What follows belongs to an exercise in optimizing a design on an open flow for small area and a short achievable clock period; a production flow would make more cautious choices.
Function was checked by simulation only, so behaviour that the tests miss may differ from the original.
Power is estimated from default activity; no workload was simulated.

==> flow/design.v <==
`default_nettype none
`default_nettype wire
`default_nettype none
package tg_proto_pkg;
	typedef logic [8-1:0] byte_t;
	localparam byte_t WRITE_START = 8'hFF;
	localparam byte_t READ_START = 8'hFE;
	localparam byte_t DONE_BYTE = 8'h1E;
	typedef enum logic [2:0] {
		ST_IDLE,
		ST_ADDR,
		ST_LEN,
		ST_WR_DATA,
		ST_WR_CMD,
		ST_RD_CMD,
		ST_RD_WAIT
	} parser_state_t;
endpackage
`default_nettype wire
`default_nettype none
package tg_mcb_pkg;
	typedef enum logic [2:0] {
		MCB_WRITE = 3'd0,
		MCB_READ = 3'd1,
		MCB_WRITE_AP = 3'd2,
		MCB_READ_AP = 3'd3
	} mcb_instr_t;
	typedef logic [30-1:0] mcb_addr_t;
	typedef logic [32-1:0] mcb_word_t;
	typedef logic [6-1:0] mcb_bl_t;
endpackage
`default_nettype wire
`timescale 1ns/1ps
`default_nettype none
module traffic_generator (
	input logic clk,
	input logic reset,
	input logic rx_done_tick,
	input tg_proto_pkg::byte_t rx_data_out,
	output logic tx_start_transmission,
	output tg_proto_pkg::byte_t tx_data_in,
	input logic tx_busy,
	output logic cmd_en,
	output tg_mcb_pkg::mcb_instr_t cmd_instr,
	output tg_mcb_pkg::mcb_bl_t cmd_bl,
	output tg_mcb_pkg::mcb_addr_t cmd_byte_addr,
	input logic cmd_full,
	output logic wr_en,
	output tg_mcb_pkg::mcb_word_t wr_data,
	input logic wr_full,
	output logic rd_en,
	input tg_mcb_pkg::mcb_word_t rd_data,
	input logic rd_empty
);
	logic s_idle, s_addr, s_len, s_wdat, s_wcmd, s_rcmd, s_rwait;
	logic [1:0] addr_cnt;
	logic [5:0] cnt;
	logic cmd_rd;
	logic cmd_ok;
	logic [7:0] whead;
	logic [7:0] wmem [63];
	logic [5:0] wwp, wrp;
	logic [6:0] wqc;     
	logic wvis;          
	logic rd_ok;         
	logic last_q;
	logic read_done;
	logic [7:0] rmem [128];
	logic [6:0] rwp, rrp;
	logic [7:0] rcnt;    
	logic rpend;         
	logic tick;
	logic is_start;
	logic w_push, w_pop;
	logic wr_go, rd_go;
	logic r_req, r_acc, r_pop, r_full;
	logic [7:0] r_byte;
	logic wq0, wq1;
	logic [6:0] wqc_n;
	logic s_wcmd_n, s_rcmd_n;
	assign tick = rx_done_tick;
	assign is_start = (rx_data_out[7:1] == 7'h7F);
	assign cmd_en = cmd_ok && !cmd_full;
	assign wr_en = wvis && !wr_full;
	assign rd_en = rd_ok && !rd_empty;
	assign cmd_instr = cmd_rd ? tg_mcb_pkg::MCB_READ_AP : tg_mcb_pkg::MCB_WRITE_AP;
	assign wr_data = {24'd0, whead};
	assign wr_go = cmd_en && s_wcmd;
	assign rd_go = cmd_en && s_rcmd;
	always_ff @(posedge clk) begin
		if (reset) begin
			s_idle <= 1'b1;
			s_addr <= 1'b0;
			s_len <= 1'b0;
			s_wdat <= 1'b0;
			s_wcmd <= 1'b0;
			s_rcmd <= 1'b0;
			s_rwait <= 1'b0;
		end else begin
			if (s_idle && tick && is_start) begin
				s_idle <= 1'b0;
				s_addr <= 1'b1;
			end
			if (s_addr && tick && addr_cnt == 2'd3) begin
				s_addr <= 1'b0;
				s_len <= 1'b1;
			end
			if (s_len && tick) begin
				s_len <= 1'b0;
				s_wdat <= !cmd_rd;
				s_rcmd <= cmd_rd;
			end
			if (s_wdat && tick && cnt == 6'd1) begin
				s_wdat <= 1'b0;
				s_wcmd <= 1'b1;
			end
			if (wr_go) begin
				s_wcmd <= 1'b0;
				s_idle <= 1'b1;
			end
			if (rd_go) begin
				s_rcmd <= 1'b0;
				s_rwait <= 1'b1;
			end
			if (s_rwait && read_done) begin
				s_rwait <= 1'b0;
				s_idle <= 1'b1;
			end
		end
	end
	always_ff @(posedge clk) begin
		if (s_idle) begin
			addr_cnt <= 2'd0;
		end else if (s_addr && tick) begin
			addr_cnt <= addr_cnt + 2'd1;
		end
	end
	always_ff @(posedge clk) begin
		if (s_idle && tick) begin
			cmd_rd <= !rx_data_out[0];
		end
		if (s_addr && tick) begin
			cmd_byte_addr <= {cmd_byte_addr[21:0], rx_data_out};
		end
		if (s_len && tick) begin
			cmd_bl <= rx_data_out[5:0];
		end
	end
	always_ff @(posedge clk) begin
		if (s_len && tick) begin
			cnt <= rx_data_out[5:0];
		end else if ((s_wdat && tick) || rd_en) begin
			cnt <= cnt - 6'd1;
		end
	end
	assign s_wcmd_n = (s_wdat && tick && cnt == 6'd1) || (s_wcmd && !wr_go);
	assign s_rcmd_n = (s_len && tick && cmd_rd) || (s_rcmd && !rd_go);
	always_ff @(posedge clk) begin
		if (reset) begin
			cmd_ok <= 1'b0;
		end else begin
			cmd_ok <= s_rcmd_n || (s_wcmd_n && wqc_n == 7'd0);
		end
	end
	assign w_push = s_wdat && tick;
	assign w_pop = wr_en;
	assign wq0 = (wqc == 7'd0);
	assign wq1 = (wqc == 7'd1);
	assign wqc_n = wqc + {6'd0, w_push} - {6'd0, w_pop};
	always_ff @(posedge clk) begin
		if (reset) begin
			wqc <= 7'd0;
			wvis <= 1'b0;
			wwp <= 6'd0;
			wrp <= 6'd0;
		end else begin
			wqc <= wqc_n;
			wvis <= w_pop ? !wq1 : !wq0;
			if (w_push && !(wq0 || (wq1 && w_pop))) begin
				wwp <= (wwp == 6'd62) ? 6'd0 : wwp + 6'd1;
			end
			if (w_pop && !wq1) begin
				wrp <= (wrp == 6'd62) ? 6'd0 : wrp + 6'd1;
			end
		end
	end
	always_ff @(posedge clk) begin
		if (w_push) begin
			wmem[wwp] <= rx_data_out;
		end
	end
	logic [7:0] w_lo, w_hi;
	logic [7:0] w_grp [8];
	logic [7:0] w_rd;
	assign w_lo = 8'd1 << wrp[2:0];
	assign w_hi = 8'd1 << wrp[5:3];
	always_comb begin
		for (int g = 0; g < 8; g++) begin
			w_grp[g] = 8'd0;
			for (int j = 0; j < 8; j++) begin
				if (g * 8 + j < 63) begin
					w_grp[g] = w_grp[g] | ({8{w_lo[j]}} & wmem[g * 8 + j]);
				end
			end
		end
		w_rd = 8'd0;
		for (int g = 0; g < 8; g++) begin
			w_rd = w_rd | ({8{w_hi[g]}} & w_grp[g]);
		end
	end
	always_ff @(posedge clk) begin
		if (wq0 || (wq1 && w_pop)) begin
			whead <= rx_data_out;
		end else if (w_pop) begin
			whead <= w_rd;
		end
	end
	always_ff @(posedge clk) begin
		if (reset) begin
			rd_ok <= 1'b0;
			last_q <= 1'b0;
			read_done <= 1'b0;
		end else begin
			rd_ok <= !rd_en && (cnt != 6'd0) && (s_rwait || rd_go);
			last_q <= rd_en && (cnt == 6'd1);
			read_done <= last_q;
		end
	end
	assign r_req = rd_en || last_q || wr_go;
	assign r_byte = rd_ok ? rd_data[7:0] : tg_proto_pkg::DONE_BYTE;
	assign r_pop = (rcnt != 8'd0) && !tx_busy && !tx_start_transmission;
	assign r_full = (rcnt == 8'd128) || (rcnt == 8'd127 && rpend);
	assign r_acc = r_req && (!r_full || r_pop);
	always_ff @(posedge clk) begin
		if (reset) begin
			rcnt <= 8'd0;
			rpend <= 1'b0;
			rwp <= 7'd0;
			rrp <= 7'd0;
			tx_start_transmission <= 1'b0;
		end else begin
			rcnt <= rcnt + {7'd0, rpend} - {7'd0, r_pop};
			rpend <= r_acc;
			if (r_acc) begin
				rwp <= rwp + 7'd1;
			end
			if (r_pop) begin
				rrp <= rrp + 7'd1;
			end
			tx_start_transmission <= r_pop;
		end
	end
	always_ff @(posedge clk) begin
		if (!r_full || r_pop) begin
			rmem[rwp] <= r_byte;
		end
	end
	logic [7:0] r_lo;
	logic [15:0] r_hi;
	logic [7:0] r_grp [16];
	logic [7:0] r_rd;
	assign r_lo = 8'd1 << rrp[2:0];
	assign r_hi = 16'd1 << rrp[6:3];
	always_comb begin
		for (int g = 0; g < 16; g++) begin
			r_grp[g] = 8'd0;
			for (int j = 0; j < 8; j++) begin
				r_grp[g] = r_grp[g] | ({8{r_lo[j]}} & rmem[g * 8 + j]);
			end
		end
		r_rd = 8'd0;
		for (int g = 0; g < 16; g++) begin
			r_rd = r_rd | ({8{r_hi[g]}} & r_grp[g]);
		end
	end
	always_ff @(posedge clk) begin
		tx_data_in <= r_rd;
	end
endmodule
`default_nettype wire
clock: 7.0 ns
lec_check: 0
cap_margin: 20
core_margin: 2
core_utilization: 65
cts_buf_list: sky130_fd_sc_hd__clkbuf_8
cts_cluster_size: 24
setup_slack_margin: 3.6
slew_margin: 20
run.sh (not shown) runs the stock make flow with config.mk's settings and CLKGATE_MAP_FILE= SYNTH_SCRIPT=/design/flow/synth_recipe.tcl, a recipe that flattens the netlist after the stock synthesis.
The baseline completed without violations.
Change:
CORE_UTILIZATION = 40   (was 65)
CTS_BUF_LIST = default   (was sky130_fd_sc_hd__clkbuf_8)
CTS_CLUSTER_SIZE = default   (was 24)
SETUP_SLACK_MARGIN = default   (was 3.6)
=> Routed wire length increases by 1.0%. Final area goes up by 1.7%. Cell count grows by 12%. Combinational power shrinks by about 5%. Synthesized area stays the same. Count of clock-buffer cells in the layout falls by 31. Via count drops by 1.6%. Clock skew barely changes.
Change:
CORE_UTILIZATION = 65   (was 40)
CTS_BUF_LIST = sky130_fd_sc_hd__clkbuf_8   (was default)
CTS_CLUSTER_SIZE = 24   (was default)
Outcome:
- clock-buffer cell count goes up by 78
- total power goes down by 4.3%
- global-route usage goes up by 12 points
- worst setup slack gains 0.29 ns
- clock power goes down by 11%
- design area goes down by 2.0%
- die area goes down by 38%
- core utilization goes up by 28 points
- flip-flop and latch count does not change
- routed wire length goes down by 3.0%
- cell count goes down by 11%

-- re-timing with driven ports --
Ports are ideal in the flow. The routed layouts listed here were re-timed in OpenROAD.
Step 1 (the two cells are an assumption about what drives the block):
set clk [get_ports {clk}]
set_driving_cell -lib_cell sky130_fd_sc_hd__clkbuf_16 $clk
set_driving_cell -lib_cell sky130_fd_sc_hd__buf_2 [delete_from_list [all_inputs] $clk]
Step 2 times the ports against the registers' clock, not the clock port: input delays grow and output delays shrink by t, the midpoint of the rising clock arrivals with the driver on.
a / b / c = no drivers / after step 1 / after step 2; a / b = the first two.
run | shift t [ns] | setup slack, ns | worst hold slack (ns) | clock arrival spread, ns
the first run | 0.966 | 3.512 / 3.544 / 2.588 | 0.445 / 0.445 / 0.445 | 0.048 / 0.047
the second run | 0.871 | 2.576 / 2.584 / 1.765 | 0.449 / 0.449 / 0.449 | 0.049 / 0.050
the third run | 0.977 | 2.863 / 2.863 / 2.027 | 0.448 / 0.448 / 0.448 | 0.056 / 0.056
After both steps setup and hold are still met in every run listed. The setup slack of the first run, which loses most, moves by +0.032 ns with the drivers and by -0.924 ns with both steps.
